From an optimization exercise on the open Yosys and OpenROAD flow, aimed at small area; shortcuts taken in it are not production practice. Where RTL was checked, it was by simulation tests only, not by an equivalence proof against the original. The RTL of run 1 was laid out without a check of its function. Power is estimated from default activity; no workload was simulated. No driver is modelled on the clock port, so clocking that relies on it looks cheaper here than on a real chip.

## flow/config.mk

```make
export PLATFORM = sky130hd
export DESIGN_NAME = decode_issue_queue
export DESIGN_NICKNAME = decode_issue_queue
export VERILOG_FILES = /design/flow/design.v
export SDC_FILE = /design/flow/constraint.sdc
export NUM_CORES = 4
export LEC_CHECK = 0
export CAP_MARGIN = 20
export CORE_MARGIN = 2
export CORE_UTILIZATION = 40
export SLEW_MARGIN = 20
```

## flow/constraint.sdc

```tcl
create_clock -name core_clock -period 6.0 [get_ports {clk}]
set_input_delay 1.2000 -clock core_clock [delete_from_list [all_inputs] [get_ports {clk}]]
set_output_delay 1.2000 -clock core_clock [all_outputs]
set_load 0.01 [all_outputs]
```

## flow/design.v

```verilog
module decode_issue_queue #(
  parameter int DEPTH = 8
) (
  input  logic        clk,
  input  logic        resetn,
  input  logic        flush,
  input  logic [1:0]  in_en,
  input  logic [63:0] in_instr,
  input  logic [63:0] in_pcplus4,
  input  logic [1:0]  in_exc,
  input  logic [1:0]  in_pred,
  output logic        in_ready,
  output logic [1:0]  out_valid,
  output logic [63:0] out_instr,
  output logic [63:0] out_pcplus4,
  output logic [1:0]  out_exc,
  output logic [1:0]  out_pred,
  input  logic        out_ready
);
  localparam int PW = $clog2(DEPTH);
  localparam int CW = PW + 1;
  localparam int RW = PW - 1;       
  localparam int NR = DEPTH / 2;    
  localparam int EW = 66;           
  typedef struct packed {
    logic [31:0] instr;
    logic [31:0] pc4;
    logic        exc;
    logic        pred;
  } entry_t;
  logic [PW-1:0] r_tail;
  logic          r_h0;                   
  logic [NR-1:0] r_hsel_od;               
  logic [NR-1:0] w_hsel_ev;               
  logic [CW-1:0] r_count;
  entry_t        w_in0, w_in1, w_din_ev, w_din_od;
  entry_t        w_rd_ev, w_rd_od;
  entry_t        w_e0, w_e1;
  logic [CW-1:0] w_npush, w_npop;
  logic          w_ge1, w_ge2, w_br0, w_push;
  logic [RW-1:0] w_trow, w_trow1;
  function automatic logic f_br(input logic [5:0] op, input logic [5:0] fn);
    f_br = (op >= 6'h01 && op <= 6'h07) || (op == 6'h00 && (fn == 6'h08 || fn == 6'h09));
  endfunction
  assign w_in0 = {in_instr[31:0],  in_pcplus4[31:0],  in_exc[0], in_pred[0]};
  assign w_in1 = {in_instr[63:32], in_pcplus4[63:32], in_exc[1], in_pred[1]};
  assign w_din_ev = r_tail[0] ? w_in1 : w_in0;
  assign w_din_od = r_tail[0] ? w_in0 : w_in1;
  assign w_trow   = r_tail[PW-1:1];
  assign w_trow1  = r_tail[PW-1:1] + RW'(1);
  assign w_push   = in_ready;
  logic [NR*EW-1:0] w_ev, w_od;
  for (genvar r = 0; r < NR; r++) begin : g_row
    entry_t r_ev, r_od;
    logic   w_we_ev, w_we_od;
    assign w_we_ev = w_push && (r_tail[0] ? (in_en[1] && w_trow1 == RW'(r))
                                          : (in_en[0] && w_trow  == RW'(r)));
    assign w_we_od = w_push && w_trow == RW'(r) && (r_tail[0] ? in_en[0] : in_en[1]);
    always_ff @(posedge clk) begin
      if (w_we_ev) r_ev <= ~w_din_ev;
      if (w_we_od) r_od <= ~w_din_od;
    end
    assign w_ev[r * EW +: EW] = r_ev;
    assign w_od[r * EW +: EW] = r_od;
  end
  assign w_hsel_ev = r_h0 ? {r_hsel_od[NR-2:0], r_hsel_od[NR-1]} : r_hsel_od;
  always_comb begin
    w_rd_ev = '0;
    w_rd_od = '0;
    for (int r = 0; r < NR; r++) begin
      w_rd_ev = w_rd_ev | (w_ev[r * EW +: EW] & {EW{w_hsel_ev[r]}});
      w_rd_od = w_rd_od | (w_od[r * EW +: EW] & {EW{r_hsel_od[r]}});
    end
  end
  assign w_e0      = ~(r_h0 ? w_rd_od : w_rd_ev);
  assign w_e1      = ~(r_h0 ? w_rd_ev : w_rd_od);
  assign w_ge1    = (r_count != '0);
  assign w_ge2    = (r_count >= CW'(2));
  assign w_br0    = f_br(w_e0.instr[31:26], w_e0.instr[5:0]);
  assign in_ready = (r_count <= CW'(DEPTH - 2));
  function automatic logic f_ser(input logic [5:0] op, input logic [5:0] fn);
    f_ser = (op == 6'h10) || (op == 6'h00 && (fn == 6'h0C || fn == 6'h0D));
  endfunction
  function automatic logic f_md(input logic [5:0] op, input logic [5:0] fn);
    f_md = (op == 6'h00) && (fn[5:3] == 3'b011 || fn[5:2] == 4'b0100);
  endfunction
  function automatic logic [4:0] f_dest(input logic [5:0] op, input logic [4:0] rt,
                                        input logic [4:0] rd);
    logic [4:0] d;
    d = 5'd0;
    if (op == 6'h00)                                d = rd;
    else if (op == 6'h03)                           d = 5'd31;
    else if (op[5:3] == 3'b001 || op[5:3] == 3'b100) d = rt;
    else if (op == 6'h01 && rt[4])                  d = 5'd31;
    f_dest = d;
  endfunction
  function automatic logic f_rt_src(input logic [5:0] op);
    f_rt_src = (op == 6'h00) || (op == 6'h04) || (op == 6'h05) || (op[5:3] == 3'b101);
  endfunction
  logic [5:0] w_op0, w_op1, w_fn0, w_fn1;
  logic [4:0] w_dest0, w_rs1, w_rt1;
  logic       w_raw, w_exc, w_pair_ok;
  assign w_op0   = w_e0.instr[31:26];
  assign w_fn0   = w_e0.instr[5:0];
  assign w_op1   = w_e1.instr[31:26];
  assign w_fn1   = w_e1.instr[5:0];
  assign w_rs1   = w_e1.instr[25:21];
  assign w_rt1   = w_e1.instr[20:16];
  assign w_dest0 = f_dest(w_op0, w_e0.instr[20:16], w_e0.instr[15:11]);
  assign w_raw   = (w_dest0 != 5'd0) &&
                   (w_dest0 == w_rs1 || (f_rt_src(w_op1) && w_dest0 == w_rt1));
  assign w_exc   = w_e0.exc | w_e1.exc;
  always_comb begin
    w_pair_ok = 1'b1;
    if (w_br0)
      w_pair_ok = !(w_raw || w_exc);
    else if (f_br(w_op1, w_fn1) || (w_e0.instr[31] && w_e1.instr[31]) ||
             f_ser(w_op0, w_fn0) || f_ser(w_op1, w_fn1) ||
             (f_md(w_op0, w_fn0) && f_md(w_op1, w_fn1)) || w_raw || w_exc)
      w_pair_ok = 1'b0;
  end
  assign out_valid[1] = w_ge2 && w_pair_ok;
  assign out_valid[0] = w_br0 ? (w_ge2 && w_pair_ok) : w_ge1;
  assign w_npush = in_ready  ? (CW'(in_en[0]) + CW'(in_en[1]))         : '0;
  assign w_npop  = out_ready ? (CW'(out_valid[0]) + CW'(out_valid[1])) : '0;
  logic w_adv_od;
  assign w_adv_od = w_npop[1] || (w_npop[0] && r_h0);
  always_ff @(posedge clk or negedge resetn) begin
    if (!resetn) begin
      r_h0      <= 1'b0;
      r_hsel_od <= NR'(1);
      r_tail    <= '0;
      r_count   <= '0;
    end else if (flush) begin
      r_h0      <= 1'b0;
      r_hsel_od <= NR'(1);
      r_tail    <= '0;
      r_count   <= '0;
    end else begin
      r_tail  <= r_tail + PW'(w_npush);
      r_h0    <= r_h0 ^ w_npop[0];
      if (w_adv_od) r_hsel_od <= {r_hsel_od[NR-2:0], r_hsel_od[NR-1]};
      r_count <= r_count + w_npush - w_npop;
    end
  end
  assign out_instr   = {w_e1.instr, w_e0.instr};
  assign out_pcplus4 = {w_e1.pc4, w_e0.pc4};
  assign out_exc     = {w_e1.exc, w_e0.exc};
  assign out_pred    = {w_e1.pred, w_e0.pred};
endmodule
```

## flow/flow/run.sh

```bash
#!/bin/bash
# The standard layout (the standard.sh, standard synthesis unchanged) with two knobs:
# port buffers use the smallest buffer cell, and CTS uses larger sink clusters of small
# clock buffers, without dummy loads.
set -euo pipefail
export BUFFER_PORTS_ARGS="-buffer_cell sky130_fd_sc_hd__buf_1"
export CTS_ARGS="-sink_clustering_enable -repair_clock_nets -dont_use_dummy_load -sink_clustering_size 30 -sink_clustering_max_diameter 150 -buf_list {sky130_fd_sc_hd__clkbuf_8 sky130_fd_sc_hd__clkbuf_16}"
bash standard.sh finish > flow_make.log 2>&1
```

## flow/standard.sh

```bash
#!/bin/bash
# synth_recipe.tcl (not shown) runs the flow's synth.tcl, then flattens the netlist and writes it again
# the make line also repeats each setting of config.mk as NAME=value (left out here)
make -C /OpenROAD-flow-scripts/flow DESIGN_CONFIG=/design/flow/config.mk WORK_HOME=/design/flow/orfs CLKGATE_MAP_FILE= SYNTH_SCRIPT=/design/flow/synth_recipe.tcl "${@:-finish}"
```

==> results of run 1 <==
## worst paths after layout
kind,to,slack (ns),depth (start not counted),start
worst max-delay path,out_valid[0],0.61,12,r_hsel_od[1]$_DFFE_PN0P_
worst min-delay path,r_count[0]$_DFF_PN0_,0.64,1,resetn
worst max register to register,r_count[3]$_DFF_PN0_,0.74,20,r_h0$_DFF_PN0_
worst min register to register,r_count[0]$_DFF_PN0_,0.76,2,r_count[0]$_DFF_PN0_
max in group asynchronous,r_hsel_od[2]$_DFFE_PN0P_,4.83,1,resetn
min in group core_clock,r_count[0]$_DFF_PN0_,0.76,2,r_count[0]$_DFF_PN0_
## metal layers
metal,GRT usage [%],vias up,routed length [um]
met5,0,-,56
met4,4.59,8,1300
met3,4.00,75,5070
met2,35.0,584,31000
met1,27.6,7592,26300
li1,-,6726,-
## sequential cells by signal, summed over array words and instances (netlist names)
| signal | flops |
|---|---|
| r_count | 4 |
| g_row.r_od | 264 |
| r_hsel_od | 4 |
| g_row.r_ev | 264 |
| r_h0 | 1 |
| r_tail | 3 |
## synth_stat cells (all sizes together), types with 13 or more instances
cell / instances
buf: 45
o21ai: 81
a222oi: 17
clkbuf: 69
nor2: 53
a221oi: 18
mux2: 22
inv: 22
nand2: 79
edfxtp: 528
nand3: 85
a31o: 39
xnor2: 13
a22o: 19
mux2i: 136
a22oi: 225
## final cells by class
cell class              count  area (um2)
inverters                  23        88.8
clock buffers              21         526
flip-flops and latches    540       16200
repair buffers            315        1350
diodes                      4        10.0
fillers                  5202       31900
multi-input cells         894        6580
well taps                 765         957
## through the flow
stage | cells | total power, W | utilization (%) | area [um2]
floorplan | 1571 | 0.00868 | - | 23200
global placement | 2537 | 0.0106 | 43.7 | 25200
detailed placement | 2537 | 0.0107 | 43.7 | 25200
CTS | 2558 | 0.0124 | 44.6 | 25700
global route | 2559 | 0.0130 | 44.6 | 25700
finish | 2562 | 0.0123 | 44.6 | 25700
## worst max-delay path, cell delays in order (launching register included)
cell	delay, ns
dfrtp_4	0.65
nor2b_1	0.45
a222oi_1	0.25
a32oi_2	0.36
inv_2	0.13
or3_4	0.43
nor3_1	0.24
a21oi_2	0.09
nor4_1	0.26
o21ai_1	0.13
nor2b_1	0.16
a21oi_2	0.21
buf_1	0.28
## power breakdown
part | switching [W] | internal, W | leakage (nW)
sequential | 0.000308 | 0.00503 | 4.97
combinational | 0.00354 | 0.00174 | 2.81
clock | 0.00106 | 0.000635 | 0.259
total | 0.00490 | 0.00741 | 8.03
## cell usage in the layout, fill, tap and decap left out, types with 13 or more instances in the layout
cell and instances:
edfxtp_1 528, buf_1 272, a22oi_1 225, mux2i_1 136, nand3_1 85, nand2_1 78, o21ai_0 78, nor2_1 51
buf_4 42, a31o_2 39, clkbuf_16 21, inv_1 20, a22o_1 19, a221oi_1 18, a222oi_1 17, mux2_2 13
xnor2_1 13
## kinds of logic (layout without fill, tap and decap cells)
logic type	count (synthesis)	count (layout)
AOI/OAI and AO/OA	440	440
other	0	4
buffers and inverters	137	359
DFF	540	540
and+or+nand+nor	269	269
muxes	158	158
adders and majority gates	13	13
xor gates and xnor gates	14	14
==> out/results.ini, run 1 <==
[worst_setup_path]
cp-start-kind = register
critPathCaptureType = primary output
cp.arrival_ns = 4.19
required_ns = 4.80
crit_fanout = 25
crit_type = register to primary output

[sta]
tightest_slew_ns = 1.01
layout_worst_path_cycle_share_pct = 89.8
hold_viol = 0
slew_violations = 0
slew_headroom_pct = 32.7
tns_ns = 0
fin_crit_ns = 5.39
max_freq_mhz = 186
finalSetupViolations = 0
setup_ws_ns = 0.613
finClkSkew_ns = 0.0275
rsz0062_at_grt = no
fin_hold_ws_ns = 0.640

[floorplan]
rows = 88
io_pins = 273
die_w_um = 245
die_h_um = 245
start_util_pct = 40.3
dieArea_um2 = 60000
core_um2 = 57600

[cts]
cts_setup_buffers = 0
htree_levels = 1
postCtsHoldBufs = 0
post_cts_resized = 0
cts_buffer_depth = 3
cts.clk_slew.worst_paths_ns = 0.11
cts_buffers = 21
cts-root-buf = clkbuf_16
cts_tree = done
clock-sinks = 540
clk_latency_ns = 0.57

[min_path]
min_path_type = input pin to async pin

[route]
drc_errors = 0
vias = 15000
first_pass_iters = 6
wirelength_um = 63700
wire_per_inst_um = 24.9
drtAntennaViolNets = 0
initialDrtViolationCount = 1518
via_per_inst = 5.85

[power_and_ir_drop]
vdd_drop_max_mv = 0.247
power.density_nw_per_um2 = 479
cellLeakagePower_nw = 8.03

[place]
place_ws_ns = 0.821
post-dp-hpwl_um = 41000
gp_congestion = 0.875
port-buffer-count = 272

[final_layout]
drive_gt1_share_pct = 8.37
area_growth_pct = 10.6
final_nets = 1946

[global_routing]
grt_overflow = 0
grt_pass1_wl_um = 92700
grt_max_degree = 67
grt_pass1_vias = 14700
grt_usage_pct = 20.7
antenna_found_initial = 7

[yosys]
yosys.area_share.simple_pct = 5.52
synth-compound-area-share_pct = 14.2
yosysWarnings = 1
ys_ff_latch = 540
synth.net_count = 1722
synth_area_um2 = 23200
synth-adder-area-share_pct = 0.797
postSynthAreaPerCell_um2 = 14.8
ys_async_sr_fraction_pct = 2.22
synth_top_family_by_area = compound AO/OA/AOI/OAI gates
synth_cell_types = 68
synth_top_area_share_pct = 68.3
synthMuxAreaShare_pct = 6.96
synthXorXnorAreaFrac_pct = 0.528
syn-instance-count = 1571
synth_flop_cell = edfxtp_1
synth-edff-count = 528
synth_area_leaders = edfxtp_1, a22oi_1, mux2i_1, nand3_1, o21ai_0
synth-seq-area-share_pct = 69.6
synth_top_area_cell = edfxtp_1

[status]
status = no timing/DRC/antenna violations

[flow_run]
max-cap-violations = 0

==> run 2: changes to the inputs <==
--- a/flow/design.v
+++ b/flow/design.v
@@ -30,8 +30,7 @@
   } entry_t;
   logic [PW-1:0] r_tail;
   logic          r_h0;                   
-  logic [NR-1:0] r_hsel_od;               
-  logic [NR-1:0] w_hsel_ev;               
+  logic [NR-1:0] r_hsel_ev, r_hsel_od;    
   logic [CW-1:0] r_count;
   entry_t        w_in0, w_in1, w_din_ev, w_din_od;
   entry_t        w_rd_ev, w_rd_od;
@@ -63,12 +62,11 @@
     assign w_ev[r * EW +: EW] = r_ev;
     assign w_od[r * EW +: EW] = r_od;
   end
-  assign w_hsel_ev = r_h0 ? {r_hsel_od[NR-2:0], r_hsel_od[NR-1]} : r_hsel_od;
   always_comb begin
     w_rd_ev = '0;
     w_rd_od = '0;
     for (int r = 0; r < NR; r++) begin
-      w_rd_ev = w_rd_ev | (w_ev[r * EW +: EW] & {EW{w_hsel_ev[r]}});
+      w_rd_ev = w_rd_ev | (w_ev[r * EW +: EW] & {EW{r_hsel_ev[r]}});
       w_rd_od = w_rd_od | (w_od[r * EW +: EW] & {EW{r_hsel_od[r]}});
     end
   end
@@ -123,22 +121,26 @@
   assign out_valid[0] = w_br0 ? (w_ge2 && w_pair_ok) : w_ge1;
   assign w_npush = in_ready  ? (CW'(in_en[0]) + CW'(in_en[1]))         : '0;
   assign w_npop  = out_ready ? (CW'(out_valid[0]) + CW'(out_valid[1])) : '0;
-  logic w_adv_od;
+  logic w_adv_ev, w_adv_od;
+  assign w_adv_ev = w_npop[1] || (w_npop[0] && !r_h0);
   assign w_adv_od = w_npop[1] || (w_npop[0] && r_h0);
   always_ff @(posedge clk or negedge resetn) begin
     if (!resetn) begin
       r_h0      <= 1'b0;
+      r_hsel_ev <= NR'(1);
       r_hsel_od <= NR'(1);
       r_tail    <= '0;
       r_count   <= '0;
     end else if (flush) begin
       r_h0      <= 1'b0;
+      r_hsel_ev <= NR'(1);
       r_hsel_od <= NR'(1);
       r_tail    <= '0;
       r_count   <= '0;
     end else begin
       r_tail  <= r_tail + PW'(w_npush);
       r_h0    <= r_h0 ^ w_npop[0];
+      if (w_adv_ev) r_hsel_ev <= {r_hsel_ev[NR-2:0], r_hsel_ev[NR-1]};
       if (w_adv_od) r_hsel_od <= {r_hsel_od[NR-2:0], r_hsel_od[NR-1]};
       r_count <= r_count + w_npush - w_npop;
     end
==> flow/flow/run.sh (replaced) <==
#!/bin/bash
# The standard layout (the standard.sh, standard synthesis unchanged) with these knobs:
# port buffers use the smallest buffer cell, CTS uses larger sink clusters without dummy
# loads, and after global routing gates with spare slack are downsized.
set -euo pipefail
export BUFFER_PORTS_ARGS="-buffer_cell sky130_fd_sc_hd__buf_1"
export CTS_ARGS="-sink_clustering_enable -repair_clock_nets -dont_use_dummy_load -sink_clustering_size 30 -sink_clustering_max_diameter 150 -buf_list {sky130_fd_sc_hd__clkbuf_8 sky130_fd_sc_hd__clkbuf_16}"
export RECOVER_POWER=100
bash standard.sh finish > flow_make.log 2>&1
--- a/flow/config.mk
+++ b/flow/config.mk
@@ -5,7 +5,7 @@
 export SDC_FILE = /design/flow/constraint.sdc
 export NUM_CORES = 4
 export LEC_CHECK = 0
-export CAP_MARGIN = 20
+export CAP_MARGIN = 10
 export CORE_MARGIN = 2
 export CORE_UTILIZATION = 40
-export SLEW_MARGIN = 20
+export SLEW_MARGIN = 10
==> out/results.ini, run 2 <==
[status]
status = finished with violations
so.violations = capacitance limit, slew limit

[final_layout]
multiInputGateArea_um2 = 6300  ; -4.3%
post-route-util_pct = 44.3  ; -0.32 points
final_common_cell = edfxtp_1
drive_gt1_share_pct = 5.13  ; -3.2 points
seq_area_um2 = 16300  ; +0.55%
final_nets = 1948  ; +0.10%
most-common-layout-cells = edfxtp_1, buf_1, a22oi_1
area_growth_pct = 9.96
reg_top3 = g_row.r_ev: 264 flops, g_row.r_od: 264 flops
fillers = 5231  ; +0.56%

[sta]
max_freq_mhz = 181  ; -2.7%
finClkSkew_ns = 0.0487  ; +0.0212 ns
finalSetupViolations = 0  ; unchanged
tns_ns = 0  ; unchanged
tightest_slew_ns = 2.88  ; +1.87 ns
fin_crit_ns = 5.53  ; +0.147 ns
slew_violations = 295  ; +295
setup_ws_ns = 0.466  ; -0.147 ns
layout_worst_path_cycle_share_pct = 92.2  ; +2.4 points
rsz0062_at_grt = no
hold_viol = 0  ; unchanged
slew_headroom_pct = -92.1  ; -120 points

[cts]
postCtsHoldBufs = 0  ; unchanged
cts.clk_slew.worst_paths_ns = 0.11  ; about the same
cts_setup_buffers = 0  ; unchanged
cts_buffer_depth = 3  ; unchanged
cts-root-buf = clkbuf_16
post_cts_resized = 0  ; unchanged
cts_buffers = 22  ; +4.8%
clk_latency_ns = 0.56  ; about the same
cts_tree = done
clock-sinks = 544  ; +0.74%
htree_levels = 1  ; unchanged

[global_routing]
grt_max_degree = 94  ; +40%
grt_pass1_vias = 14500  ; -1.4%
antenna_found_initial = 4  ; -3
grt_usage_pct = 20.9  ; +0.26 points
grt_overflow = 0  ; unchanged
grt_pass1_wl_um = 93300  ; +0.63%

[route]
drc_errors = 0  ; unchanged
initialDrtViolationCount = 1211  ; -20%
wire_per_inst_um = 25.2  ; +1.2%
wirelength_um = 64500  ; +1.2%
via_per_inst = 5.79  ; -1.1%
drtAntennaViolNets = 0  ; unchanged
vias = 14800  ; -1.1%
first_pass_iters = 6  ; unchanged

[yosys]
postSynthAreaPerCell_um2 = 14.7  ; -0.33%
ys_ff_latch = 544  ; +0.74%
synth.net_count = 1723  ; +0.058%
synth-adder-area-share_pct = 0.854  ; +0.057 points
synth_area_leaders = edfxtp_1, a22oi_1, mux2i_1, nand3_1, o21ai_0
syn-instance-count = 1571  ; unchanged
synth_top_family_by_area = compound AO/OA/AOI/OAI gates
synth_top_area_share_pct = 68.5  ; +0.23 points
ys_async_sr_fraction_pct = 2.94  ; +0.72 points
yosysWarnings = 1  ; unchanged
post-synth-top-count-cell = edfxtp_1
synth-compound-area-share_pct = 13.4  ; -0.82 points
synth_flop_cell = edfxtp_1
synth-seq-area-share_pct = 70.2  ; +0.67 points
synth_cell_types = 74  ; +8.8%
synth_top_area_cell = edfxtp_1
yosys.area_share.simple_pct = 6.30  ; +0.78 points
synth_area_um2 = 23100  ; -0.33%
synth_common_cells = edfxtp_1, a22oi_1, mux2i_1, nand3_1, o21ai_0
synthMuxAreaShare_pct = 6.20  ; -0.76 points
synth-edff-count = 528  ; unchanged
synthXorXnorAreaFrac_pct = 0.492  ; -0.036 points

[power_and_ir_drop]
power.density_nw_per_um2 = 478  ; -0.23%
power_frac_seq_pct = 44.5  ; +1.1 points
pwr-share-clk_pct = 14.3  ; +0.6 points
p_sw_w = 0.00487  ; -0.61%
swShare_pct = 40.0  ; +0.21 points
vdd_drop_max_mv = 0.236  ; -4.2%
power.internal_w = 0.00730  ; -1.5%
cellLeakagePower_nw = 7.96  ; -0.98%
power_frac_comb_pct = 41.2  ; -1.7 points

[worst_setup_path]
required_ns = 4.80  ; about the same
slowest_delay_ns = 1.09  ; +0.44 ns
cp.arrival_ns = 4.33  ; +0.14 ns
crit_fanout = 25  ; unchanged
critPathCaptureType = primary output
r2r-start = r_tail[0]$_DFF_PN0_
crit_chain = a22oi_1, and3_1, or2_0, nor4_4, nand2_1, a221oi_1, nand3_1, a221oi_2, buf_1
timing.rr.end = g_row[2].r_ev[7]$_DFFE_PP_
reg2regPathDepth = 4  ; -80%
cp-start-kind = register
crit_type = register to primary output
cpMaxStageDelayCell = dfrtp_1
r2r_slack_ns = 0.53  ; -0.21 ns

[min_path]
hp-start = r_count[0]$_DFF_PN0_
whs_endpoint = r_count[0]$_DFF_PN0_
min_path_cells = 2
min_path_type = register to register

[floorplan]
dieArea_um2 = 59800  ; -0.33%
io_pins = 273  ; unchanged
die_h_um = 245  ; -0.17%
die_w_um = 245  ; -0.17%
core_um2 = 57500  ; -0.19%
start_util_pct = 40.3  ; -0.058 points
rows = 88  ; unchanged

[place]
place_ws_ns = 0.739  ; -0.0821 ns
port-buffer-count = 272  ; unchanged
gp_congestion = 0.874  ; about the same
post-dp-hpwl_um = 41100  ; +0.22%

[flow_run]
max-cap-violations = 10  ; +10

-- run 2: power groups by stage --
| stage | clock (W) | sequential (W) | combinational (W) |
|---|---|---|---|
| 5_1_grt | 0.00189 | 0.00547 | 0.00547 |
| 2_1_floorplan | 0 | 0.00530 | 0.00327 |
| 4_1_cts | 0.00178 | 0.00541 | 0.00505 |
| 3_5_place_dp | 0 | 0.00550 | 0.00503 |
| 6_report | 0.00174 | 0.00542 | 0.00501 |
| 3_3_place_gp | 0 | 0.00548 | 0.00496 |
-- run 2: critical path: cells and delay by family, from the launching register on --
family / cells / cell delay, ns
compound gates: 3 / 0.86
buf+inv: 1 / 0.27
flops: 1 / 1.09
simple gates: 5 / 1.54
-- run 2: stage by stage --
stage                     total power, W  cell area (um2)  std cells  hold slack, ns
final                             0.0122            25500       2560           0.701
after global routing              0.0128            25500       2560           0.768
after CTS                         0.0122            25600       2559           0.701
after detailed placement          0.0105            25000       2537           0.667
after global placement            0.0104            25000       2537           0.658
after floorplan                  0.00858            23200       1571           0.583
-- run 2: final cells by class --
cell class / instances / area share, %
antenna: 1 / 0.00983
multi-input combinational: 900 / 24.7
inverter: 21 / 0.320
timing repair buffer: 307 / 5.09
tap: 765 / 3.76
clock buffer: 22 / 2.16
sequential: 544 / 63.9
-- run 2: worst max-delay path by stage --
stage / startpoint / slack [ns] / cells past startpoint / endpoint
global placement: r_hsel_od[0]$_DFFE_PN1P_ / 0.75 / 18 / r_count[3]$_DFF_PN0_
floorplan: in_en[0] / 1.08 / 3 / g_row[0].r_ev[0]$_DFFE_PP_
detailed placement: r_hsel_od[0]$_DFFE_PN1P_ / 0.74 / 18 / r_count[3]$_DFF_PN0_
global route: r_hsel_ev[3]$_DFFE_PN0P_ / 0.16 / 9 / out_valid[1]
finish: r_hsel_ev[3]$_DFFE_PN0P_ / 0.47 / 9 / out_valid[1]
CTS: r_hsel_od[0]$_DFFE_PN1P_ / 0.61 / 9 / out_valid[1]
-- run 2: cell families after synthesis --
kind of cell               Yosys count
buffers and inverters              127
muxes                              143
xor gates and xnor gates            13
adders and majority gates           14
AOI/OAI and AO/OA                  434
and+or+nand+nor                    296
DFF                                544
-- run 2: metal layers --
| layer | vias to the layer above | share of wire (%) | GRT usage (%) |
|---|---|---|---|
| met5 | - | 0.048 | 0 |
| met4 | 6 | 1.8 | 4.21 |
| met3 | 64 | 7.0 | 3.46 |
| met2 | 510 | 48 | 34.6 |
| met1 | 7558 | 43 | 29.3 |
| li1 | 6678 | - | - |
==> run 3: changes to the inputs <==
==> flow/flow/run.sh (replaced) <==
#!/bin/bash
# Standard synthesis (the standard.sh synth, unchanged), then the combinational logic is
# re-mapped by ABC for area with every register kept as synthesis made it, then the standard flow's
# standard layout from floorplan on, with these knobs: port buffers use the smallest buffer
# cell, and CTS uses larger sink clusters without dummy loads.
set -euo pipefail
here=$(pwd)
R=$here/orfs/results/$FLOW_PLATFORM/decode_issue_queue/base
LIB=$FLOW_HOME/platforms/$FLOW_PLATFORM/lib/sky130_fd_sc_hd__tt_025C_1v80.lib
export BUFFER_PORTS_ARGS="-buffer_cell sky130_fd_sc_hd__buf_1"
export CTS_ARGS="-sink_clustering_enable -repair_clock_nets -dont_use_dummy_load -sink_clustering_size 30 -sink_clustering_max_diameter 150 -buf_list {sky130_fd_sc_hd__clkbuf_8 sky130_fd_sc_hd__clkbuf_16}"

bash standard.sh synth > flow_synth.log 2>&1

cp $R/1_2_yosys.v $here/standard_1_2_yosys.v
# registers and tie cells of the standard netlist stay as they are
keep=$(grep -oE 'sky130_fd_sc_hd__(df|edf|sdf|dl|conb)[a-z0-9_]*' $here/standard_1_2_yosys.v | sort -u | tr '\n' ' ')
dont_use=$(sed -n '/DONT_USE_CELLS/,/^#/p' $FLOW_HOME/platforms/$FLOW_PLATFORM/config.mk | grep -oE 'sky130_fd_sc_hd__[a-z0-9_]+' | sed 's/^/-dont_use /' | tr '\n' ' ')
REMAP_LIB=$LIB REMAP_KEEP="$keep" REMAP_IN=$here/standard_1_2_yosys.v REMAP_OUT=$here/remap_1_2_yosys.v \
  REMAP_SCRIPT=$here/flow/remap.abc REMAP_DONT_USE="$dont_use" \
  yosys -c $here/flow/remap.tcl > flow_remap.log 2>&1
cp $here/remap_1_2_yosys.v $R/1_2_yosys.v
rm -f $R/1_synth.odb $R/1_synth.sdc

bash standard.sh finish > flow_make.log 2>&1
==> flow/flow/remap.abc (new file) <==
strash
dc2
dch -f
amap -A 10 -F 4 -m
topo
==> flow/flow/remap.tcl (new file) <==
# Re-map the combinational logic of the standard synthesis netlist for area.
# The standard netlist's registers (and tie cells) are kept as they are: their library cells
# are held as hierarchy while every other cell is flattened into gates and mapped again by ABC.
set lib $::env(REMAP_LIB)
set top $::env(FLOW_TOP)
yosys read_liberty -ignore_miss_func $lib
set keep {}
foreach c [split $::env(REMAP_KEEP) " "] { if {$c ne ""} { lappend keep $c } }
if {[llength $keep] > 0} { yosys setattr -mod -set keep_hierarchy 1 {*}$keep }
yosys read_verilog $::env(REMAP_IN)
yosys hierarchy -top $top
yosys flatten
yosys opt -purge
yosys abc -liberty $lib -script $::env(REMAP_SCRIPT) {*}$::env(REMAP_DONT_USE)
yosys opt_clean -purge
yosys select $top
yosys write_verilog -noattr -noexpr -nohex -nodec -selected $::env(REMAP_OUT)
--- a/flow/config.mk
+++ b/flow/config.mk
@@ -5,7 +5,7 @@
 export SDC_FILE = /design/flow/constraint.sdc
 export NUM_CORES = 4
 export LEC_CHECK = 0
-export CAP_MARGIN = 10
+export CAP_MARGIN = 5
 export CORE_MARGIN = 2
 export CORE_UTILIZATION = 40
-export SLEW_MARGIN = 10
+export SLEW_MARGIN = 5
==> out/results.ini, run 3 <==
[final_layout]
most-common-layout-cells = edfxtp_1, buf_1, o22ai_1
fillers = 4704  ; -10%
seq_area_um2 = 16300  ; +0.17%
final_nets = 1850  ; -5.0%
multiInputGateArea_um2 = 4900  ; -22%
final_common_cell = edfxtp_1
area_growth_pct = 14.1
reg_top3 = g_row.r_ev: 264 flops, g_row.r_od: 264 flops
drive_gt1_share_pct = 5.09  ; -0.040 points
design_area_um2 = 24200  ; -4.8%

[cts]
cts_buffer_depth = 3  ; unchanged
clk_latency_ns = 0.57  ; about the same
htree_levels = 1  ; unchanged
cts_tree = done
cts_buffers = 22  ; unchanged
clock-sinks = 544  ; unchanged
cts.clk_slew.worst_paths_ns = 0.11  ; about the same
cts-root-buf = clkbuf_16

[worst_setup_path]
crit_buf_inv = 3  ; +2
crit_type = register to primary output
cp.arrival_ns = 4.36  ; +0.03 ns
crit_chain = a222oi_1, o21ai_0, o22ai_1, nor2_1, clkinv_1, nand3_1, o21ai_1, clkinv_1, a222oi_1, o21ai_0, nor3_1, o22ai_1, o2111ai_1, o21ai_0, buf_1
reg2regPathDepth = 21  ; +17
crit_path_frequent_cell = o21ai_0
critPathTopFamily = compound AO/OA/AOI/OAI gates
slowest_delay_ns = 0.65  ; -0.44 ns
crit_fanout = 18  ; -28%
timing.rr.end = r_hsel_od[0]$_DFFE_PN1P_
r2r_slack_ns = 1.02  ; +0.49 ns
critPathCaptureType = primary output
cp-start-kind = register
cpMaxStageDelayCell = dfrtp_4
required_ns = 4.80  ; about the same
r2r-start = r_hsel_od[2]$_DFFE_PN0P_

[global_routing]
grt_usage_pct = 22.2  ; +1.2 points
antenna_found_initial = 5  ; +1
grt_pass1_wl_um = 89700  ; -3.8%
grt_max_degree = 87  ; -7.4%
grt_pass1_vias = 13800  ; -4.5%
grt_overflow = 0  ; unchanged

[yosys]
synth_area_um2 = 21200  ; -8.3%
postSynthAreaPerCell_um2 = 15.4  ; +4.8%
syn-instance-count = 1374  ; -13%
yosysWarnings = 1  ; unchanged
synth.net_count = 1512  ; -12%

[route]
vias = 14700  ; -0.48%
initialDrtViolationCount = 2020  ; +67%
wire_per_inst_um = 26.1  ; +3.6%
drtAntennaViolNets = 0  ; unchanged
drc_errors = 0  ; unchanged
first_pass_iters = 6  ; unchanged
via_per_inst = 6.14  ; +6.2%
wirelength_um = 62600  ; -2.9%

[flow_run]
max-cap-violations = 0  ; -10

[floorplan]
dieArea_um2 = 54900  ; -8.2%
die_w_um = 234  ; -4.2%
start_util_pct = 40.4  ; +0.12 points
die_h_um = 234  ; -4.2%
io_pins = 273  ; unchanged
rows = 84  ; -4.5%
core_um2 = 52600  ; -8.6%

[min_path]
min_path_type = register to register
hp-start = r_count[0]$_DFF_PN0_
whs_endpoint = r_count[0]$_DFF_PN0_
min_path_cells = 2  ; unchanged

[place]
gp_congestion = 0.910  ; +4.0%
port-buffer-count = 272  ; unchanged
postPlaceCellArea_um2 = 23500  ; -5.8%
post-dp-hpwl_um = 38900  ; -5.4%

[sta]
finClkSkew_ns = 0.0615  ; +0.0128 ns
layout_worst_path_cycle_share_pct = 92.7  ; +0.46 points
rsz0062_at_grt = no
slew_violations = 0  ; -100%
max_freq_mhz = 180  ; -0.49%
finalSetupViolations = 0  ; unchanged
fin_crit_ns = 5.56  ; +0.0274 ns
slew_headroom_pct = 25.0  ; +120 points
tightest_slew_ns = 1.12  ; -1.76 ns
tns_ns = 0  ; unchanged
hold_viol = 0  ; unchanged

[status]
status = no timing/DRC/antenna violations

[power_and_ir_drop]
power.density_nw_per_um2 = 512  ; +7.0%
cellLeakagePower_nw = 7.52  ; -5.4%
vdd_drop_max_mv = 0.209  ; -12%

==> run 3: area by class of cell <==
cell class	count	share of cell area (%)
Inverter	41	0.677
Antenna cell	2	0.0207
Tap cell	688	3.55
Multi-Input combinational cell	789	20.2
Sequential cell	544	67.3
Clock buffer	22	2.27
Timing Repair Buffer	314	5.98
==> run 3: worst max-delay path by stage <==
stage / start / end / slack, ns / cells after the start
after floorplan: r_tail[0]$_DFF_PN0_ / g_row[0].r_ev[0]$_DFFE_PP_ / 0.44 / 4
after global placement: r_h0$_DFF_PN0_ / out_valid[1] / 0.88 / 18
after detailed placement: r_h0$_DFF_PN0_ / out_valid[1] / 0.79 / 18
after CTS: r_h0$_DFF_PN0_ / out_valid[1] / 0.16 / 18
after global routing: r_hsel_od[1]$_DFFE_PN0P_ / out_valid[0] / 0.05 / 17
final: r_hsel_od[2]$_DFFE_PN0P_ / out_valid[0] / 0.44 / 15
==> run 3: metal layers <==
metal | vias up | part of all wire (%) | track usage [%]
met2 | 720 | 46 | 34.4
met3 | 92 | 9.6 | 4.50
li1 | 6593 | - | -
met1 | 7334 | 42 | 31.7
met5 | - | 0.064 | 0
met4 | 6 | 2.6 | 6.53
==> run 3: tightest hold or removal path, stage by stage, from the launching register on <==
cell and delay (ns):
dfrtp_1 0.44, clkinv_1 0.10, a311oi_1 0.09
==> run 3: power by group <==
part           internal, W  total, W  switching, W
sequential         0.00509   0.00543      0.000335
clock             0.000663   0.00173       0.00107
combinational      0.00158   0.00523       0.00366
total              0.00733    0.0124       0.00506
==> run 3: repair_timing <==
action	in CTS	in global routing
setup endpoints to repair	0	2
buffers inserted	0	6
resized for setup	0	7
hold buffers	0	0
==> run 3: metrics by stage <==
stage | setup slack, ns | total power [W] | hold WS, ns | utilization, % | cells
after floorplan | 0.441 | 0.00843 | 0.548 | - | 1374
after global placement | 0.876 | 0.0106 | 0.601 | 44.8 | 2370
after detailed placement | 0.795 | 0.0106 | 0.629 | 44.8 | 2370
after CTS | 0.165 | 0.0124 | 0.645 | 45.9 | 2392
after global routing | 0.0493 | 0.0131 | 0.694 | 46.1 | 2400
final | 0.439 | 0.0124 | 0.651 | 46.1 | 2400
==> run 4: changes to the inputs <==
--- a/flow/flow/run.sh
+++ b/flow/flow/run.sh
@@ -7,6 +7,7 @@
 here=$(pwd)
 R=$here/orfs/results/$FLOW_PLATFORM/decode_issue_queue/base
 LIB=$FLOW_HOME/platforms/$FLOW_PLATFORM/lib/sky130_fd_sc_hd__tt_025C_1v80.lib
+export REMOVE_ABC_BUFFERS=1
 export BUFFER_PORTS_ARGS="-buffer_cell sky130_fd_sc_hd__buf_1"
 export CTS_ARGS="-sink_clustering_enable -repair_clock_nets -dont_use_dummy_load -sink_clustering_size 30 -sink_clustering_max_diameter 150 -buf_list {sky130_fd_sc_hd__clkbuf_8 sky130_fd_sc_hd__clkbuf_16}"
 
==> out/results.ini, run 4 <==
[sta]
hold_viol = 0  ; unchanged
fin_crit_ns = 5.63  ; +0.0642 ns
finClkSkew_ns = 0.0509  ; -0.0106 ns
finalSetupViolations = 0  ; unchanged
max_freq_mhz = 178  ; -1.1%
slew_headroom_pct = 22.4  ; -2.6 points
setup_ws_ns = 0.374  ; -0.0642 ns
layout_worst_path_cycle_share_pct = 93.8  ; +1.1 points
tightest_slew_ns = 1.16  ; +0.0417 ns
slew_violations = 0  ; unchanged

[cts]
cts-root-buf = clkbuf_16
cts.clk_slew.worst_paths_ns = 0.11  ; about the same
cts_buffer_depth = 3  ; unchanged
cts_buffers = 22  ; unchanged
clock-sinks = 544  ; unchanged
htree_levels = 1  ; unchanged
cts_tree = done
clk_latency_ns = 0.57  ; about the same

[yosys]
synth_area_um2 = 21200  ; unchanged
syn-instance-count = 1374  ; unchanged
yosysWarnings = 1  ; unchanged
postSynthAreaPerCell_um2 = 15.4  ; unchanged

[status]
status = no timing/DRC/antenna violations

[global_routing]
grt_max_degree = 79  ; -9.2%
antenna_found_initial = 3  ; -2
grt_usage_pct = 21.2  ; -0.95 points
grt_pass1_wl_um = 86400  ; -3.7%
grt_overflow = 0  ; unchanged
grt_pass1_vias = 13500  ; -2.9%

[worst_setup_path]
slowest_delay_ns = 0.73  ; +0.08 ns
required_ns = 4.80  ; about the same
critPathTopFamily = compound AO/OA/AOI/OAI gates
crit_buf_inv = 3  ; unchanged
cp.arrival_ns = 4.43  ; +0.07 ns
r2r_slack_ns = 1.00  ; -0.02 ns
cp-start-kind = register
critPathCaptureType = primary output
crit_type = register to primary output
cpMaxStageDelayCell = dfrtp_4
crit_chain = buf_4, a222oi_1, nand2_1, o22ai_1, clkinv_1, a221oi_1, nor2_1, nor4_1, o211ai_1, nor2_1, o22ai_1, o2111ai_1, o21ai_0, buf_1
crit_fanout = 40  ; +22

[final_layout]
final_common_cell = edfxtp_1
post-route-util_pct = 45.9  ; -0.17 points
drive_gt1_share_pct = 4.87  ; -0.22 points
final_nets = 1846  ; -0.22%
fillers = 4641  ; -1.3%
most-common-layout-cells = edfxtp_1, buf_1, o22ai_1
area_growth_pct = 13.7
reg_top3 = g_row.r_ev: 264 flops, g_row.r_od: 264 flops

[route]
vias = 14700  ; -0.56%
drtAntennaViolNets = 0  ; unchanged
wirelength_um = 60500  ; -3.4%
wire_per_inst_um = 25.3  ; -3.2%
initialDrtViolationCount = 1829  ; -9.5%
drc_errors = 0  ; unchanged
via_per_inst = 6.12  ; -0.35%
first_pass_iters = 6  ; unchanged

[floorplan]
die_w_um = 234  ; unchanged
start_util_pct = 40.4  ; unchanged
die_h_um = 234  ; unchanged
core_um2 = 52600  ; unchanged
io_pins = 273  ; unchanged
rows = 84  ; unchanged
dieArea_um2 = 54900  ; unchanged

[place]
post-dp-hpwl_um = 38300  ; -1.5%
port-buffer-count = 272  ; unchanged
place_ws_ns = 0.769  ; -0.0256 ns
gp_congestion = 0.842  ; -7.4%

[power_and_ir_drop]
vdd_drop_max_mv = 0.266  ; +28%
power_w = 0.0123  ; -1.0%
cellLeakagePower_nw = 7.47  ; -0.67%
power.density_nw_per_um2 = 508  ; -0.65%

[flow_run]
max-cap-violations = 0  ; unchanged

[min_path]
min_path_type = register to register

## run 4: final cells by class
type                            instances  area, um2  area share, %
Sequential cell                       544      16300           67.5
Multi-Input combinational cell        789       4890           20.2
Timing Repair Buffer                  310       1380           5.72
Tap cell                              688        861           3.57
Clock buffer                           22        551           2.28
Inverter                               41        159          0.658
Antenna cell                            1       2.50         0.0104
## run 4: tightest hold or removal path, delay by kind of cell, from the launching register on
| kind | cells | cell delay, ns |
|---|---|---|
| flops | 1 | 0.40 |
| simple gates | 2 | 0.21 |
## run 4: where the power goes
part | leakage (nW) | internal [W] | switching, W
Combinational | 2.15 | 0.00155 | 0.00354
Clock | 0.271 | 0.000664 | 0.00106
Sequential | 5.05 | 0.00510 | 0.000353
Total | 7.47 | 0.00731 | 0.00496
## run 4: per-layer routing
layer  track usage [%]  wire, um  share of wire, %
met1              31.4     26300                43
met2              32.8     27900                46
met5                 0        22             0.036
met4              5.13      1370               2.3
met3              3.51      4940               8.2
## run 4: metrics by stage
| stage | area, um2 | hold slack (ns) | cells | setup TNS, ns |
|---|---|---|---|---|
| 5_1_grt | 24100 | 0.684 | 2395 | -0.0292 |
| 6_report | 24100 | 0.649 | 2395 | 0 |
| 2_1_floorplan | 21200 | 0.528 | 1374 | -1848.17 |
| 3_3_place_gp | 23500 | 0.608 | 2365 | 0 |
| 4_1_cts | 24000 | 0.649 | 2387 | 0 |
| 3_5_place_dp | 23500 | 0.626 | 2365 | 0 |
## run 4: what timing repair did
action / CTS / global route
setup buffers: 0 / 7
hold buffers: 0 / 0
setup endpoints to repair: 0 / 2
resized for setup: 0 / 4
## run 4: final timing paths
path	start	to	cells past startpoint
setup / recovery	r_hsel_ev[2]$_DFFE_PN0P_	out_valid[0]	14
hold / removal	r_count[3]$_DFF_PN0_	r_count[3]$_DFF_PN0_	2
hold reg to reg	r_count[3]$_DFF_PN0_	r_count[3]$_DFF_PN0_	2
min in group asynchronous	resetn	r_tail[2]$_DFF_PN0_	1
max in group asynchronous	resetn	r_hsel_ev[2]$_DFFE_PN0P_	1
setup reg to reg	r_hsel_ev[2]$_DFFE_PN0P_	r_hsel_od[0]$_DFFE_PN1P_	20
==> run 5: changes to the inputs <==
--- a/flow/flow/run.sh
+++ b/flow/flow/run.sh
@@ -7,7 +7,6 @@
 here=$(pwd)
 R=$here/orfs/results/$FLOW_PLATFORM/decode_issue_queue/base
 LIB=$FLOW_HOME/platforms/$FLOW_PLATFORM/lib/sky130_fd_sc_hd__tt_025C_1v80.lib
-export REMOVE_ABC_BUFFERS=1
 export BUFFER_PORTS_ARGS="-buffer_cell sky130_fd_sc_hd__buf_1"
 export CTS_ARGS="-sink_clustering_enable -repair_clock_nets -dont_use_dummy_load -sink_clustering_size 30 -sink_clustering_max_diameter 150 -buf_list {sky130_fd_sc_hd__clkbuf_8 sky130_fd_sc_hd__clkbuf_16}"
 
==> flow/flow/remap.abc (replaced) <==
strash
dc2
dch -f
amap
topo
==> out/results.ini, run 5 <==
[floorplan]
io_pins = 273  ; unchanged
dieArea_um2 = 55200  ; +0.56%
core_um2 = 52700  ; +0.20%
die_h_um = 235  ; +0.28%
die_w_um = 235  ; +0.28%
rows = 84  ; unchanged
start_util_pct = 40.5  ; +0.15 points

[power_and_ir_drop]
power.density_nw_per_um2 = 512  ; +0.76%
cellLeakagePower_nw = 7.49  ; +0.28%
power_w = 0.0124  ; +1.2%
vdd_drop_max_mv = 0.270  ; +1.2%

[worst_setup_path]
crit_fanout = 33  ; -18%
cp.arrival_ns = 4.49  ; +0.06 ns
critPathCaptureType = primary output
crit_type = register to primary output
required_ns = 4.80  ; about the same
cp-start-kind = register
r2r_slack_ns = 0.93  ; -0.07 ns

[final_layout]
seq_area_um2 = 16300  ; unchanged
diodes = 0  ; -1
area_growth_pct = 13.5
drive_gt1_share_pct = 4.71  ; -0.16 points
stdcell_count = 2345  ; -2.1%
reg_top3 = g_row.r_ev: 264 flops, g_row.r_od: 264 flops
fillers = 4646  ; +0.11%
final_common_cell = edfxtp_1
final_nets = 1797  ; -2.7%
most-common-layout-cells = edfxtp_1, buf_1, o22ai_1
multiInputGateArea_um2 = 4970  ; +1.8%

[cts]
postCtsHoldBufs = 0  ; unchanged
cts_buffers = 22  ; unchanged
cts_tree = done
clock-sinks = 544  ; unchanged
cts.clk_slew.worst_paths_ns = 0.11  ; about the same
clk_latency_ns = 0.57  ; about the same
htree_levels = 1  ; unchanged
cts-root-buf = clkbuf_16
cts_buffer_depth = 3  ; unchanged

[yosys]
postSynthAreaPerCell_um2 = 16.1  ; +3.9%
synth_area_um2 = 21400  ; +0.58%
syn-instance-count = 1330  ; -3.2%
synth.net_count = 1468
yosysWarnings = 1  ; unchanged

[global_routing]
grt_pass1_wl_um = 89300  ; +3.3%
grt_pass1_vias = 13700  ; +2.1%
grt_overflow = 0  ; unchanged
grt_max_degree = 84  ; +6.3%
antenna_found_initial = 1  ; -2
grt_usage_pct = 21.2  ; -0.034 points

[route]
wirelength_um = 61300  ; +1.3%
initialDrtViolationCount = 1712  ; -6.4%
drtAntennaViolNets = 0  ; unchanged
drc_errors = 0  ; unchanged
first_pass_iters = 7  ; +1
vias = 14500  ; -1.0%
wire_per_inst_um = 26.1  ; +3.5%
via_per_inst = 6.19  ; +1.1%

[sta]
fin_hold_ws_ns = 0.629  ; -0.0201 ns
finalSetupViolations = 0  ; unchanged
layout_worst_path_cycle_share_pct = 94.9  ; +1.1 points
fin_crit_ns = 5.69  ; +0.0679 ns
setup_ws_ns = 0.306  ; -0.0679 ns
finClkSkew_ns = 0.0482  ; -0.00270 ns
tns_ns = 0  ; unchanged
hold_viol = 0  ; unchanged
tightest_slew_ns = 1.12  ; -0.0428 ns
slew_headroom_pct = 25.3  ; +2.9 points
rsz0062_at_grt = no
slew_violations = 0  ; unchanged
max_freq_mhz = 176  ; -1.2%

[flow_run]
max-cap-violations = 0  ; unchanged

[min_path]
min_path_type = register to register

[place]
post-dp-hpwl_um = 38500  ; +0.49%
gp_congestion = 0.926  ; +10%
dp_cells = 2321  ; -1.9%
place_ws_ns = 0.766  ; -0.00292 ns
port-buffer-count = 272  ; unchanged

[status]
status = no timing/DRC/antenna violations

run 5: worst max-delay path, cell delays in order (launching register included):
cell	delay [ns]
dfrtp_4	0.68
buf_4	0.53
a221o_1	0.25
o22ai_1	0.08
buf_4	0.21
or4b_1	0.61
o21ai_0	0.22
o221ai_1	0.22
a221oi_1	0.32
o2111ai_1	0.15
a21oi_1	0.32
o22ai_1	0.16
buf_1	0.18
run 5: what timing repair did:
item                       in CTS  in global routing
gates resized for setup         0                  6
buffers inserted                0                  2
setup endpoints to repair       0                  2
run 5: final timing paths:
check | end | cells past startpoint | startpoint
worst max-delay path | out_valid[0] | 12 | r_hsel_od[3]$_DFFE_PN0P_
min in group asynchronous | r_count[1]$_DFF_PN0_ | 1 | resetn
worst min-delay path | r_hsel_ev[1]$_DFFE_PN0P_ | 2 | r_hsel_ev[1]$_DFFE_PN0P_
max in group asynchronous | r_h0$_DFF_PN0_ | 1 | resetn
worst max register to register | r_hsel_ev[2]$_DFFE_PN0P_ | 16 | r_hsel_od[3]$_DFFE_PN0P_
worst min register to register | r_hsel_ev[1]$_DFFE_PN0P_ | 2 | r_hsel_ev[1]$_DFFE_PN0P_
run 5: cell type report:
cell class / count / area share (%)
sequential: 544 / 67.2
multi-input combinational: 731 / 20.5
timing repair buffer: 305 / 5.55
tap: 688 / 3.55
clock buffer: 22 / 2.27
inverter: 55 / 0.883
run 5: power breakdown:
part / internal [W] / switching (W)
Sequential: 0.00509 / 0.000333
Clock: 0.000665 / 0.00107
Combinational: 0.00166 / 0.00360
run 5: per-layer routing:
| layer | vias to the layer above | global-route usage, % | wire length, um |
|---|---|---|---|
| li1 | 6487 | - | - |
| met1 | 7303 | 30.6 | 26200 |
| met2 | 655 | 34.1 | 29100 |
| met3 | 67 | 3.10 | 4770 |
| met4 | 2 | 4.56 | 1220 |
| met5 | - | 0 | 13 |
run 5: through the flow:
stage                     util (%)  cell area [um2]
final                         46.0            24200
after global routing          46.0            24200
after CTS                     45.9            24200
after detailed placement      44.8            23600
after global placement        44.8            23600
after floorplan                  -            21400
==> run 6: changes to the inputs <==
--- a/flow/design.v
+++ b/flow/design.v
@@ -49,15 +49,23 @@
   assign w_trow1  = r_tail[PW-1:1] + RW'(1);
   assign w_push   = in_ready;
   logic [NR*EW-1:0] w_ev, w_od;
+  logic w_le7;
+  assign w_le7 = (r_count <= CW'(DEPTH - 1));
   for (genvar r = 0; r < NR; r++) begin : g_row
     entry_t r_ev, r_od;
-    logic   w_we_ev, w_we_od;
-    assign w_we_ev = w_push && (r_tail[0] ? (in_en[1] && w_trow1 == RW'(r))
-                                          : (in_en[0] && w_trow  == RW'(r)));
-    assign w_we_od = w_push && w_trow == RW'(r) && (r_tail[0] ? in_en[0] : in_en[1]);
+    logic   w_t_ev, w_t1_ev, w_t_od, w_t1_od;    
+    logic   w_we_ev, w_we_od, w_hold_ev, w_hold_od;
+    assign w_t_ev    = !r_tail[0] && w_trow  == RW'(r);
+    assign w_t1_ev   =  r_tail[0] && w_trow1 == RW'(r);
+    assign w_t_od    =  r_tail[0] && w_trow  == RW'(r);
+    assign w_t1_od   = !r_tail[0] && w_trow  == RW'(r);
+    assign w_we_ev   = w_push && ((w_t_ev && in_en[0]) || (w_t1_ev && in_en[1]));
+    assign w_we_od   = w_push && ((w_t_od && in_en[0]) || (w_t1_od && in_en[1]));
+    assign w_hold_ev = !((w_t_ev && w_le7) || (w_t1_ev && w_push));
+    assign w_hold_od = !((w_t_od && w_le7) || (w_t1_od && w_push));
     always_ff @(posedge clk) begin
-      if (w_we_ev) r_ev <= ~w_din_ev;
-      if (w_we_od) r_od <= ~w_din_od;
+      r_ev <= (w_din_ev & {EW{w_we_ev}}) | (r_ev & {EW{w_hold_ev}});
+      r_od <= (w_din_od & {EW{w_we_od}}) | (r_od & {EW{w_hold_od}});
     end
     assign w_ev[r * EW +: EW] = r_ev;
     assign w_od[r * EW +: EW] = r_od;
@@ -70,8 +78,8 @@
       w_rd_od = w_rd_od | (w_od[r * EW +: EW] & {EW{r_hsel_od[r]}});
     end
   end
-  assign w_e0      = ~(r_h0 ? w_rd_od : w_rd_ev);
-  assign w_e1      = ~(r_h0 ? w_rd_ev : w_rd_od);
+  assign w_e0      = (r_h0 ? w_rd_od : w_rd_ev);
+  assign w_e1      = (r_h0 ? w_rd_ev : w_rd_od);
   assign w_ge1    = (r_count != '0);
   assign w_ge2    = (r_count >= CW'(2));
   assign w_br0    = f_br(w_e0.instr[31:26], w_e0.instr[5:0]);
==> flow/flow/remap.abc (replaced) <==
strash
dc2
dch -f
amap
strash
dc2
dch -f
amap
topo
==> out/results.ini, run 6 <==
[yosys]
postSynthAreaPerCell_um2 = 9.00  ; -44%
synth_area_um2 = 20900  ; -2.1%
synth.net_count = 2461  ; +68%
syn-instance-count = 2323  ; +75%
yosysWarnings = 1  ; unchanged

[final_layout]
final_nets = 2801  ; +56%
most-common-layout-cells = o22ai_1, clkinv_1, dfxtp_1
area_growth_pct = 14.3
diodes = 0  ; unchanged
drive_gt1_share_pct = 4.32  ; -0.39 points
design_area_um2 = 23900  ; -1.5%
final_common_cell = o22ai_1
reg_top3 = g_row.r_ev: 264 flops, g_row.r_od: 264 flops

[cts]
clock-sinks = 544  ; unchanged
cts.clk_slew.worst_paths_ns = 0.11  ; about the same
cts-root-buf = clkbuf_16
htree_levels = 1  ; unchanged
cts_buffer_depth = 3  ; unchanged
cts_tree = done
clk_latency_ns = 0.59  ; +0.02 ns
cts_buffers = 22  ; unchanged

[floorplan]
io_pins = 273  ; unchanged
core_um2 = 51500  ; -2.2%
dieArea_um2 = 54100  ; -2.1%
die_w_um = 233  ; -1.0%
rows = 83  ; -1.2%
die_h_um = 233  ; -1.0%
start_util_pct = 40.6  ; about the same

[global_routing]
met1_usage_pct = 40.0  ; +9.4 points
grt_use_met3_pct = 4.58  ; +1.5 points
grt_usage_pct = 29.3  ; +8.1 points
grt_pass1_vias = 20000  ; +45%
grt_overflow = 0  ; unchanged
antenna_found_initial = 4  ; +3
grt_max_degree = 79  ; -6.0%
grtUsageMet2_pct = 46.9  ; +13 points
grt.busiest_layer = met2
grt_pass1_wl_um = 122000  ; +36%

[place]
place_ws_ns = 0.376  ; -0.391 ns
post-dp-hpwl_um = 50900  ; +32%
gp_congestion = 0.905  ; -2.2%
postPlaceCellArea_um2 = 23200  ; -1.7%
port-buffer-count = 272  ; unchanged

[sta]
finClkSkew_ns = 0.0709  ; +0.0227 ns
fin_crit_ns = 5.75  ; +0.0593 ns
slew_headroom_pct = 15.9  ; -9.4 points
hold_viol = 0  ; unchanged
layout_worst_path_cycle_share_pct = 95.9  ; +0.99 points
setup_ws_ns = 0.247  ; -0.0593 ns
fin_hold_ws_ns = 0.461  ; -0.168 ns
max_freq_mhz = 174  ; -1.0%
tns_ns = 0  ; unchanged
tightest_slew_ns = 1.26  ; +0.136 ns
rsz0062_at_grt = no
slew_violations = 0  ; unchanged
finalSetupViolations = 0  ; unchanged

[power_and_ir_drop]
cellLeakagePower_nw = 7.99  ; +6.6%
pwr-share-clk_pct = 10.4  ; -3.6 points
power_frac_comb_pct = 53.2  ; +11 points
p_sw_w = 0.00808  ; +61%
power_frac_seq_pct = 36.4  ; -7.3 points
vdd_drop_max_mv = 0.342  ; +27%
power.density_nw_per_um2 = 715  ; +40%
swShare_pct = 47.3  ; +7.0 points
power.internal_w = 0.00900  ; +21%

[route]
first_pass_iters = 6  ; -1
drtAntennaViolNets = 0  ; unchanged
wirelength_um = 82400  ; +34%
wire_per_inst_um = 24.7  ; -5.7%
initialDrtViolationCount = 2348  ; +37%
drc_errors = 0  ; unchanged
vias = 21100  ; +45%
via_per_inst = 6.31  ; +1.9%

[min_path]
min_path_type = register to register

[worst_setup_path]
cp-start-kind = register
cp.arrival_ns = 4.55  ; +0.06 ns
crit_type = register to primary output
required_ns = 4.80  ; about the same
r2r_slack_ns = 0.89  ; -0.04 ns
critPathCaptureType = primary output
crit_fanout = 17  ; -48%

[status]
status = no timing/DRC/antenna violations

[flow_run]
max-cap-violations = 0  ; unchanged

run 6: layout make-up:
class	instances	area, um2
fillers	5115	27600
flip-flops and latches	544	11000
multi-input cells	1211	7980
inverters	568	2150
repair buffers	316	1360
well taps	680	851
clock buffers	22	551
run 6: power groups by stage:
stage	combinational, W	sequential, W	clock (W)
6_report	0.00908	0.00621	0.00178
3_5_place_dp	0.00876	0.00629	0
3_3_place_gp	0.00859	0.00624	0
5_1_grt	0.00977	0.00637	0.00191
2_1_floorplan	0.00539	0.00624	0
4_1_cts	0.00882	0.00622	0.00180
run 6: what timing repair did:
item                                    in CTS  in global routing
setup buffers                                0                  4
endpoints found under the setup margin       2                  2
gates resized for setup                      6                 20
hold buffers                                 0                  0
run 6: final timing paths:
path	start	endpoint	cells after the start
max	r_hsel_od[1]$_DFFE_PN0P_	out_valid[0]	16
min	g_row[1].r_od[13]$_DFF_P_	g_row[1].r_od[13]$_DFF_P_	2
max reg2reg	r_hsel_od[0]$_DFFE_PN1P_	r_count[3]$_DFF_PN0_	21
min reg2reg	g_row[1].r_od[13]$_DFF_P_	g_row[1].r_od[13]$_DFF_P_	2
max in group asynchronous	resetn	r_hsel_ev[2]$_DFFE_PN0P_	1
min in group asynchronous	resetn	r_tail[1]$_DFF_PN0_	1
run 6: critical path: stages (launching register included):
cell	delay (ns)
dfrtp_2	0.45
clkinv_2	0.27
buf_6	0.30
o22ai_1	0.12
a221oi_1	0.35
o22ai_1	0.22
a22o_1	0.31
o21a_2	0.24
o22ai_2	0.30
o221a_1	0.23
o21ai_0	0.08
nor4_1	0.21
a31oi_1	0.09
a31oi_2	0.28
buf_4	0.20
o22ai_1	0.10
clkbuf_2	0.19
run 6: layer usage:
layer  wire length, um  up-vias  share of wire [%]
met3              7410      184                9.0
met5                53        -              0.064
met2             37000     1085                 45
met1             34800    10200                 42
li1                  -     9594                  -
met4              3120        8                3.8
run 6: stage by stage:
stage	total power [W]	util, %	instances
floorplan	0.0116	-	2323
global placement	0.0148	45.1	3315
CTS	0.0168	46.2	3337
detailed placement	0.0150	45.1	3315
global route	0.0181	46.4	3341
finish	0.0171	46.4	3341
==> run 7: changes to the inputs <==
--- a/flow/flow/run.sh
+++ b/flow/flow/run.sh
@@ -1,12 +1,15 @@
 #!/bin/bash
 # Standard synthesis (the standard.sh synth, unchanged), then the combinational logic is
-# re-mapped by ABC for area with every register kept as synthesis made it, then the standard flow's
-# standard layout from floorplan on, with these knobs: port buffers use the smallest buffer
-# cell, and CTS uses larger sink clusters without dummy loads.
+# re-mapped by ABC for area with every register kept as synthesis made it (flow/remap.tcl,
+# flow/remap.abc), then the standard layout from floorplan on, with these knobs: the
+# floorplan step only strips buffers instead of resizing before placement, port buffers use
+# the smallest buffer cell, and CTS uses larger sink clusters without dummy loads.
+# Each tool's output goes to a log of its own: flow_synth.log, flow_remap.log, flow_make.log.
 set -euo pipefail
 here=$(pwd)
 R=$here/orfs/results/$FLOW_PLATFORM/decode_issue_queue/base
 LIB=$FLOW_HOME/platforms/$FLOW_PLATFORM/lib/sky130_fd_sc_hd__tt_025C_1v80.lib
+export REMOVE_ABC_BUFFERS=1
 export BUFFER_PORTS_ARGS="-buffer_cell sky130_fd_sc_hd__buf_1"
 export CTS_ARGS="-sink_clustering_enable -repair_clock_nets -dont_use_dummy_load -sink_clustering_size 30 -sink_clustering_max_diameter 150 -buf_list {sky130_fd_sc_hd__clkbuf_8 sky130_fd_sc_hd__clkbuf_16}"
 
--- a/flow/config.mk
+++ b/flow/config.mk
@@ -7,5 +7,5 @@
 export LEC_CHECK = 0
 export CAP_MARGIN = 5
 export CORE_MARGIN = 2
-export CORE_UTILIZATION = 40
+export CORE_UTILIZATION = 30
 export SLEW_MARGIN = 5
==> out/results.ini, run 7 <==
[worst_setup_path]
cp-start-kind = register
required_ns = 4.80  ; about the same
slowest_delay_ns = 0.61  ; +0.16 ns
crit_buf_inv = 1  ; -3
cpMaxStageDelayCell = dfrtp_4
cp.arrival_ns = 4.57  ; +0.02 ns
critPathTopFamily = compound AO/OA/AOI/OAI gates
crit_chain = a222oi_1, o21ai_1, o22a_1, or3_1, nor2_1, nand2_1, o21ai_1, o221a_1, o21ai_0, nor4_1, a31oi_1, a31oi_4, o22ai_1, clkbuf_2
crit_path_frequent_cell = o21ai_1
crit_type = register to primary output
crit_fanout = 13  ; -4
critPathCaptureType = primary output

[global_routing]
grt_max_degree = 91  ; +15%
grt_usage_pct = 22.7  ; -6.6 points
grt_overflow = 0  ; unchanged
grt_pass1_vias = 18900  ; -5.2%
antenna_found_initial = 10  ; +6
grt_pass1_wl_um = 124000  ; +1.9%

[yosys]
postSynthAreaPerCell_um2 = 9.00  ; unchanged
synth_area_um2 = 20900  ; unchanged
yosysWarnings = 1  ; unchanged
syn-instance-count = 2323  ; unchanged

[cts]
postCtsHoldBufs = 0  ; unchanged
cts.clk_slew.worst_paths_ns = 0.12  ; about the same
cts_tree = done
cts_buffer_depth = 3  ; unchanged
cts_buffers = 22  ; unchanged
cts-root-buf = clkbuf_16
cts_setup_buffers = 0  ; unchanged
htree_levels = 1  ; unchanged
clk_latency_ns = 0.60  ; about the same
clock-sinks = 544  ; unchanged

[final_layout]
final_common_cell = o22ai_1
area_growth_pct = 16.0
final_nets = 2809  ; +0.29%
seq_area_um2 = 11000  ; about the same
post-route-util_pct = 35.2  ; -11 points
multiInputGateArea_um2 = 7930  ; -0.63%
fillers = 7101  ; +39%
reg_top3 = g_row.r_ev: 264 flops, g_row.r_od: 264 flops
most-common-layout-cells = o22ai_1, clkinv_1, dfxtp_1
drive_gt1_share_pct = 4.31  ; -0.013 points

[sta]
setup_ws_ns = 0.233  ; -0.0140 ns
finalSetupViolations = 0  ; unchanged
rsz0062_at_grt = yes
slew_headroom_pct = 19.4  ; +3.5 points
slew_violations = 0  ; unchanged
layout_worst_path_cycle_share_pct = 96.1  ; +0.23 points
hold_viol = 0  ; unchanged
finClkSkew_ns = 0.0743  ; +0.00341 ns
max_freq_mhz = 173  ; -0.24%
tightest_slew_ns = 1.21  ; -0.0506 ns
fin_crit_ns = 5.77  ; +0.0140 ns
fin_hold_ws_ns = 0.460  ; -0.00122 ns

[status]
status = no timing/DRC/antenna violations

[power_and_ir_drop]
cellLeakagePower_nw = 8.02  ; +0.39%
pwr-share-clk_pct = 10.5  ; about the same
swShare_pct = 47.4  ; +0.12 points
power.internal_w = 0.00900  ; about the same
power.density_nw_per_um2 = 706  ; -1.2%
power_frac_seq_pct = 36.3  ; about the same
power_frac_comb_pct = 53.1  ; about the same
vdd_drop_max_mv = 0.352  ; +2.8%
p_sw_w = 0.00812  ; +0.54%

[place]
gp_congestion = 0.898  ; -0.84%
place_ws_ns = 0.632  ; +0.257 ns
post-dp-hpwl_um = 54800  ; +7.6%
port-buffer-count = 272  ; unchanged

[route]
first_pass_iters = 6  ; unchanged
wirelength_um = 85100  ; +3.4%
drtAntennaViolNets = 0  ; unchanged
drc_errors = 0  ; unchanged
vias = 20600  ; -2.2%
via_per_inst = 5.72  ; -9.3%
wire_per_inst_um = 23.6  ; -4.1%
initialDrtViolationCount = 2002  ; -15%

[floorplan]
start_util_pct = 30.4  ; -10 points
rows = 96  ; +16%
die_w_um = 268  ; +15%
die_h_um = 268  ; +15%
io_pins = 273  ; unchanged
dieArea_um2 = 71800  ; +33%
core_um2 = 68800  ; +34%

[min_path]
min_path_type = register to register

[flow_run]
max-cap-violations = 0  ; unchanged

-- run 7: power groups by stage --
stage | Clock, W | Combinational [W] | Sequential, W
4_1_cts | 0.00183 | 0.00887 | 0.00620
6_report | 0.00180 | 0.00910 | 0.00622
3_3_place_gp | 0 | 0.00875 | 0.00627
5_1_grt | 0.00194 | 0.00984 | 0.00640
3_5_place_dp | 0 | 0.00883 | 0.00627
2_1_floorplan | 0 | 0.00540 | 0.00624
-- run 7: stage by stage --
step | power [W] | instance area (um2) | instances | setup TNS (ns)
floorplan | 0.0116 | 20900 | 2323 | -1232.35
global placement | 0.0150 | 23600 | 3578 | 0
finish | 0.0171 | 24200 | 3603 | 0
detailed placement | 0.0151 | 23600 | 3578 | 0
CTS | 0.0169 | 24200 | 3600 | 0
global route | 0.0182 | 24200 | 3603 | -0.117
-- run 7: path summary, 6_finish.rpt --
kind	from	to	slack, ns	cells after the start
worst min register to register	g_row[0].r_od[9]$_DFF_P_	g_row[0].r_od[9]$_DFF_P_	0.46	2
min in group asynchronous	resetn	r_tail[1]$_DFF_PN0_	0.75	1
max in group asynchronous	resetn	r_h0$_DFF_PN0_	4.47	1
worst min-delay path	g_row[0].r_od[9]$_DFF_P_	g_row[0].r_od[9]$_DFF_P_	0.46	2
worst max register to register	r_hsel_ev[3]$_DFFE_PN0P_	r_count[3]$_DFF_PN0_	0.90	21
worst max-delay path	r_hsel_ev[2]$_DFFE_PN0P_	out_valid[0]	0.23	14
-- run 7: repair_timing --
| action | in CTS | in global routing |
|---|---|---|
| pin swaps | 0 | 0 |
| gates resized for setup | 1 | 20 |
| setup endpoints to repair | 2 | 2 |
-- run 7: area by class of cell --
cell class | instances | share of cell area, %
timing repair buffer | 324 | 6.04
multi-input combinational | 1211 | 32.7
inverter | 568 | 8.82
tap | 931 | 4.80
clock buffer | 22 | 2.27
antenna | 3 | 0.0310
sequential | 544 | 45.3
-- run 7: layer usage --
layer	part of all wire, %	GRT usage, %	vias to the layer above
li1	-	-	9626
met1	44	31.7	9904
met2	43	34.8	911
met3	9.2	5.18	159
met4	3.0	6.90	14
met5	0.087	0	-
-- run 7: worst reg2reg max path: cells and delay by family, from the launching register on --
kind / cells / cell delay, ns
AO/OA/AOI/OAI: 12 / 2.81
AND/OR/NAND/NOR: 5 / 0.78
buffers and inverters: 4 / 0.74
flip-flops: 1 / 0.59

==> re-timing with driven ports <==
No port has a modelled driver above. Below, the same layouts with a new extraction and two added sets of constraints. Step 1: set_driving_cell puts a clkbuf_16 on clk and a buf_2 on each other input, an assumption about the parent block. Step 2 adds t to the input delays and takes it off the output delays; t is the mean of the earliest and latest rising clock arrival at the registers after step 1. Input paths then give back, and output paths get back, about the clock's delay inside the block. a / b / c = ideal / step 1 / step 2; a / b = the first two.
| run | shift t [ns] | setup WS [ns] | pins driven straight from the clock port |
|---|---|---|---|
| run 1 | 0.617 | 0.613 / 0.556 / 0.739 | 1 |
| run 2 | 0.607 | 0.466 / 0.407 / 0.535 | 1 |
| run 3 | 0.597 | 0.439 / 0.383 / 0.980 | 1 |
| run 4 | 0.605 | 0.374 / 0.319 / 0.924 | 1 |
| run 5 | 0.597 | 0.306 / 0.251 / 0.848 | 1 |
| run 6 | 0.609 | 0.247 / 0.191 / 0.799 | 1 |
| run 7 | 0.625 | 0.233 / 0.170 / 0.794 | 1 |
